What follows belongs to an exercise in optimizing a design on an open flow for small area, a short achievable clock period and few clock cycles per item; a production flow would make more cautious choices. RTL that was checked went through simulation tests only; none was proved equivalent to the original.

==> module fp_prefix_add, before the edit <==
module fp_prefix_add #(
    parameter int W = 8
) (
    input  logic [W-1:0] a,
    input  logic [W-1:0] b,
    input  logic         cin,
    output logic [W-1:0] sum,
    output logic         cout
);
    localparam int L = (W > 32) ? 6 : (W > 16) ? 5 : (W > 8) ? 4 : (W > 4) ? 3 : (W > 2) ? 2 : 1;
    logic [W-1:0] p;
    logic [W-1:0] g;
    logic [W-1:0] pg_p [0:L];
    logic [W-1:0] pg_g [0:L];
    assign p = a ^ b;
    assign g = a & b;
    always_comb begin
        pg_p[0]    = p;
        pg_g[0]    = g;
        pg_g[0][0] = g[0] | (p[0] & cin);
        for (int l = 0; l < L; l++) begin
            pg_p[l+1] = pg_p[l];
            pg_g[l+1] = pg_g[l];
            for (int j = 0; j < W; j++) begin
                if ((j >> l) & 1) begin
                    pg_g[l+1][j] = pg_g[l][j] | (pg_p[l][j] & pg_g[l][((j >> l) << l) - 1]);
                    pg_p[l+1][j] = pg_p[l][j] & pg_p[l][((j >> l) << l) - 1];
                end
            end
        end
    end
    assign sum  = p ^ {pg_g[L][W-2:0], cin};
    assign cout = pg_g[L][W-1];
endmodule
==> module fp_alu, before the edit <==
module fp_alu (
    input  logic      clk,
    input  logic      rst,
    input  logic      start,
    input  fp_pkg::fp_word_t  op_a,
    input  fp_pkg::fp_word_t  op_b,
    input  fp_pkg::fp_op_t    op_code,
    output fp_pkg::fp_word_t  result,
    output fp_pkg::fp_flags_t flags,
    output logic      valid_out
);
    fp_pkg::fp_class_t cls_a;
    fp_pkg::fp_class_t cls_b;
    fp_pkg::fp_word_t  add_result;
    fp_pkg::fp_flags_t add_flags;
    fp_pkg::fp_word_t  mul_result;
    fp_pkg::fp_flags_t mul_flags;
    fp_pkg::fp_word_t  sel_result;
    fp_pkg::fp_flags_t sel_flags;
    fp_unpack i_unpack_a (.word(op_a), .cls(cls_a));
    fp_unpack i_unpack_b (.word(op_b), .cls(cls_b));
    fp_add_sub i_add_sub (
        .a        (cls_a),
        .b        (cls_b),
        .subtract (op_code == fp_pkg::OP_SUB),
        .result   (add_result),
        .flags    (add_flags)
    );
    fp_mul i_mul (
        .a      (cls_a),
        .b      (cls_b),
        .result (mul_result),
        .flags  (mul_flags)
    );
    always_comb begin
        sel_result = fp_pkg::QNAN;
        sel_flags  = 3'b100;
        case (op_code)
            fp_pkg::OP_ADD, fp_pkg::OP_SUB: begin
                sel_result = add_result;
                sel_flags  = add_flags;
            end
            fp_pkg::OP_MUL: begin
                sel_result = mul_result;
                sel_flags  = mul_flags;
            end
            default: ;
        endcase
    end
    always_ff @(posedge clk) begin
        result <= sel_result;
        flags  <= sel_flags;
    end
    always_ff @(posedge clk or posedge rst) begin
        if (rst)
            valid_out <= 1'b0;
        else
            valid_out <= start;
    end
endmodule
export LEC_CHECK = 0
export ABC_AREA = 1
export CAP_MARGIN = 20
export CORE_MARGIN = 2
export CORE_UTILIZATION = 40
export SETUP_SLACK_MARGIN = 4
export SLEW_MARGIN = 20
create_clock -name core_clock -period 15.0 [get_ports {clk}]
run.sh (not shown) runs the stock make flow with config.mk's settings and CLKGATE_MAP_FILE= SYNTH_SCRIPT=/design/flow/synth_recipe.tcl, a recipe that flattens the netlist after the stock synthesis.
Testbench counts at the start, summed over its fixed seeds: cycles 32,008, ops 32,000.
Edit:
--- a/flow/design.v
+++ b/flow/design.v
@@ -65,9 +65,9 @@
     input  logic         cin,
     output logic [W-1:0] sum,
     output logic         cout
 );
-    localparam int L = (W > 32) ? 6 : (W > 16) ? 5 : (W > 8) ? 4 : (W > 4) ? 3 : (W > 2) ? 2 : 1;
+    localparam int L = $clog2(W);
     logic [W-1:0] p;
     logic [W-1:0] g;
     logic [W-1:0] pg_p [0:L];
     logic [W-1:0] pg_g [0:L];
@@ -2198,10 +2198,10 @@
         sel_result = fp_pkg::QNAN;
         sel_flags  = 3'b100;
         case (op_code)
             fp_pkg::OP_ADD, fp_pkg::OP_SUB: begin
-                sel_result = add_result;
-                sel_flags  = add_flags;
+                sel_result = mul_result;
+                sel_flags  = mul_flags;
             end
             fp_pkg::OP_MUL: begin
                 sel_result = mul_result;
                 sel_flags  = mul_flags;
Effect: Worst setup slack gets better by 0.31 ns. Cell area goes down by 36%. Sequential share of layout area is higher by 1.5 points. Cell count goes down by 38%. Wire length came out lower by 46%. Synthesized area falls by 30%. Global-route usage fell by 5.9 points. Hold slack improves by 0.0071 ns.
Function not checked in the second run of this note: the RTL went through the layout flow alone.

========
Another version of the RTL of fp_alu (not shown whole).
For scale: about 3,400 cells after synthesis, about 36 flip-flops, roughly 110 I/O pins, about 23,000 um^2 of cells after synthesis.
clock: 15.0 ns
lec_check: 0
abc_area: 1
cap_margin: 20
core_margin: 2
core_utilization: 40
setup_slack_margin: 4
slew_margin: 20
Rerun with:
--- a/flow/design.v
+++ b/flow/design.v
@@ -54,48 +54,12 @@
         cls.is_inf  = exp_ones && !mant_nz;
         cls.is_zero = (exp_f == '0);   
     end
 endmodule
 `default_nettype wire
 `default_nettype none
-module fp_prefix_add #(
-    parameter int W = 8
-) (
-    input  logic [W-1:0] a,
-    input  logic [W-1:0] b,
-    input  logic         cin,
-    output logic [W-1:0] sum,
-    output logic         cout
-);
-    localparam int L = $clog2(W);
-    logic [W-1:0] p;
-    logic [W-1:0] g;
-    logic [W-1:0] pg_p [0:L];
-    logic [W-1:0] pg_g [0:L];
-    assign p = a ^ b;
-    assign g = a & b;
-    always_comb begin
-        pg_p[0]    = p;
-        pg_g[0]    = g;
-        pg_g[0][0] = g[0] | (p[0] & cin);
-        for (int l = 0; l < L; l++) begin
-            pg_p[l+1] = pg_p[l];
-            pg_g[l+1] = pg_g[l];
-            for (int j = 0; j < W; j++) begin
-                if ((j >> l) & 1) begin
-                    pg_g[l+1][j] = pg_g[l][j] | (pg_p[l][j] & pg_g[l][((j >> l) << l) - 1]);
-                    pg_p[l+1][j] = pg_p[l][j] & pg_p[l][((j >> l) << l) - 1];
-                end
-            end
-        end
-    end
-    assign sum  = p ^ {pg_g[L][W-2:0], cin};
-    assign cout = pg_g[L][W-1];
-endmodule
-`default_nettype wire
-`default_nettype none
 module fp_add_sub (
     input  fp_pkg::fp_class_t a,
     input  fp_pkg::fp_class_t b,
     input  logic      subtract,
     output fp_pkg::fp_word_t  result,
     output fp_pkg::fp_flags_t flags
@@ -121,47 +85,35 @@
     logic        ovf;
     logic        unf;
     logic        zero_res;
     assign sign_b_eff = b.sign ^ subtract;
     assign eff_sub    = a.sign ^ sign_b_eff;
     assign swap   = {a.exp, a.mant} < {b.exp, b.mant};
-    logic        c_ab;
-    logic        c_ba;
-    fp_prefix_add #(.W(9)) i_d_ab (.a({1'b0, a.exp}), .b(~{1'b0, b.exp}), .cin(1'b1), .sum(d_ab), .cout(c_ab));
-    fp_prefix_add #(.W(9)) i_d_ba (.a({1'b0, b.exp}), .b(~{1'b0, a.exp}), .cin(1'b1), .sum(d_ba), .cout(c_ba));
+    assign d_ab   = {1'b0, a.exp} - {1'b0, b.exp};
+    assign d_ba   = {1'b0, b.exp} - {1'b0, a.exp};
     assign exp_lt = d_ab[8];
     assign exp_diff = exp_lt ? d_ba[7:0] : d_ab[7:0];
     assign exp_x  = swap ? b.exp : a.exp;
     assign sign_x = swap ? sign_b_eff : a.sign;
     assign sig_x  = swap ? {1'b1, b.mant} : {1'b1, a.mant};
     assign sig_y  = swap ? {1'b1, a.mant} : {1'b1, b.mant};
     assign win_y = (exp_diff > 8'd24) ? 25'd0 : ({sig_y, 1'b0} >> exp_diff[4:0]);
     always_comb begin
         for (int i = 0; i < 24; i++)
             st_mask[i] = ({1'b0, exp_diff} >= 9'(i + 2)) && ({1'b0, exp_diff} <= 9'(i + 24));
     end
     assign sticky = |(sig_y & st_mask);
-    logic c_sum;
-    fp_prefix_add #(.W(26)) i_sum (
-        .a    ({1'b0, sig_x, 1'b0}),
-        .b    ({1'b0, win_y} ^ {26{eff_sub}}),
-        .cin  (eff_sub & ~sticky),
-        .sum  (sum),
-        .cout (c_sum)
-    );
+    assign sum = {1'b0, sig_x, 1'b0} + ({1'b0, win_y} ^ {26{eff_sub}}) + {25'd0, eff_sub & ~sticky};
     always_comb begin
         lz = 5'd25;
         for (int i = 0; i < 26; i++)
             if (sum[i]) lz = 5'(25 - i);
     end
     assign norm     = sum << lz;
     assign zero_res = (sum == 26'd0);
-    logic [8:0] exp_x1;
-    logic       c_exp;
-    assign exp_x1 = {1'b0, exp_x} + 9'd1;
-    fp_prefix_add #(.W(9)) i_exp (.a(exp_x1), .b(~{4'd0, lz}), .cin(1'b1), .sum(exp_res), .cout(c_exp));
+    assign exp_res  = {1'b0, exp_x} + 9'd1 - {4'd0, lz};
     assign ovf      = sum[25] && (exp_x == 8'd254);
     assign unf      = {4'd0, lz} > {1'b0, exp_x};
     always_comb begin
         flags  = '0;
         result = '0;
         if (a.is_nan || b.is_nan) begin
@@ -2104,14 +2056,13 @@
     assign c930 = (pp335 & s839) | (pp335 & c838) | (s839 & c838);
     assign s931 = ns312 ^ pp336 ^ c840;
     assign c932 = (ns312 & pp336) | (ns312 & c840) | (pp336 & c840);
     logic [47:0] row0, row1;
     assign row0 = {s931, s929, s927, s925, s923, s921, s919, s917, s915, s913, s911, s909, s907, s905, s903, s901, s899, s897, s895, s893, s891, s889, s887, s885, s883, s881, s879, s877, s875, s873, s871, s869, s867, s865, s863, s861, s859, s857, s855, s853, s851, s849, s847, s845, s843, pp27, pp2, b_neg[0]};
     assign row1 = {c930, c928, c926, c924, c922, c920, c918, c916, c914, c912, c910, c908, c906, c904, c902, c900, c898, c896, c894, c892, c890, c888, c886, c884, c882, c880, c878, c876, c874, c872, c870, c868, c866, c864, c862, c860, c858, c856, c854, c852, c850, c848, c846, c844, c842, s841, 1'b0, pp1};
-    logic cout;
-    fp_prefix_add #(.W(48)) i_cpa (.a(row0), .b(row1), .cin(1'b0), .sum(p), .cout(cout));
+    assign p = row0 + row1;
 endmodule
 module fp_mul (
     input  fp_pkg::fp_class_t a,
     input  fp_pkg::fp_class_t b,
     output fp_pkg::fp_word_t  result,
     output fp_pkg::fp_flags_t flags
After rerunning: Worst hold slack degrades by 25 ps; die area goes up by 3.2%; first-iteration DRC count goes down by 2.8%; final area goes up by 0.33%; clock-buffer cell count stays the same; sequential share of layout area hardly moves.
Testbench counts after the change, summed over its fixed seeds: cycles 32,008, ops 32,000.
The RTL of the first run of this note was laid out without a check of its function.

[static timing again, ports no longer ideal]
How much do the figures lean on ideal ports? The routed layouts below were timed once more, with nothing changed but the port constraints.
Step 1 sets driving cells, clkbuf_16 on the clock port and buf_2 on the other inputs (assumed; they add their load-dependent delay and slew).
Step 2, shift: input delay + t, output delay - t, t = (earliest + latest rising clock arrival at the registers) / 2. This alone moves slack from input paths to output paths.
Slacks: ideal ports / drivers / drivers and shift; pairs: ideal ports / drivers.
| run | t, ns | setup slack, ns | slew at the worst register clock pin (ns) |
|---|---|---|---|
| the first run of note 1 | 0.321 | 4.271 / 4.268 / 3.947 | 0.07 / 0.07 |
| the second run of note 1 | 0.300 | 4.578 / 4.587 / 4.287 | 0.05 / 0.05 |
| the first run of note 2 | 0.321 | 4.271 / 4.268 / 3.947 | 0.07 / 0.07 |
| the second run of note 2 | 0.340 | 4.339 / 4.355 / 4.015 | 0.06 / 0.06 |
After both steps setup and hold are still met in every run listed.
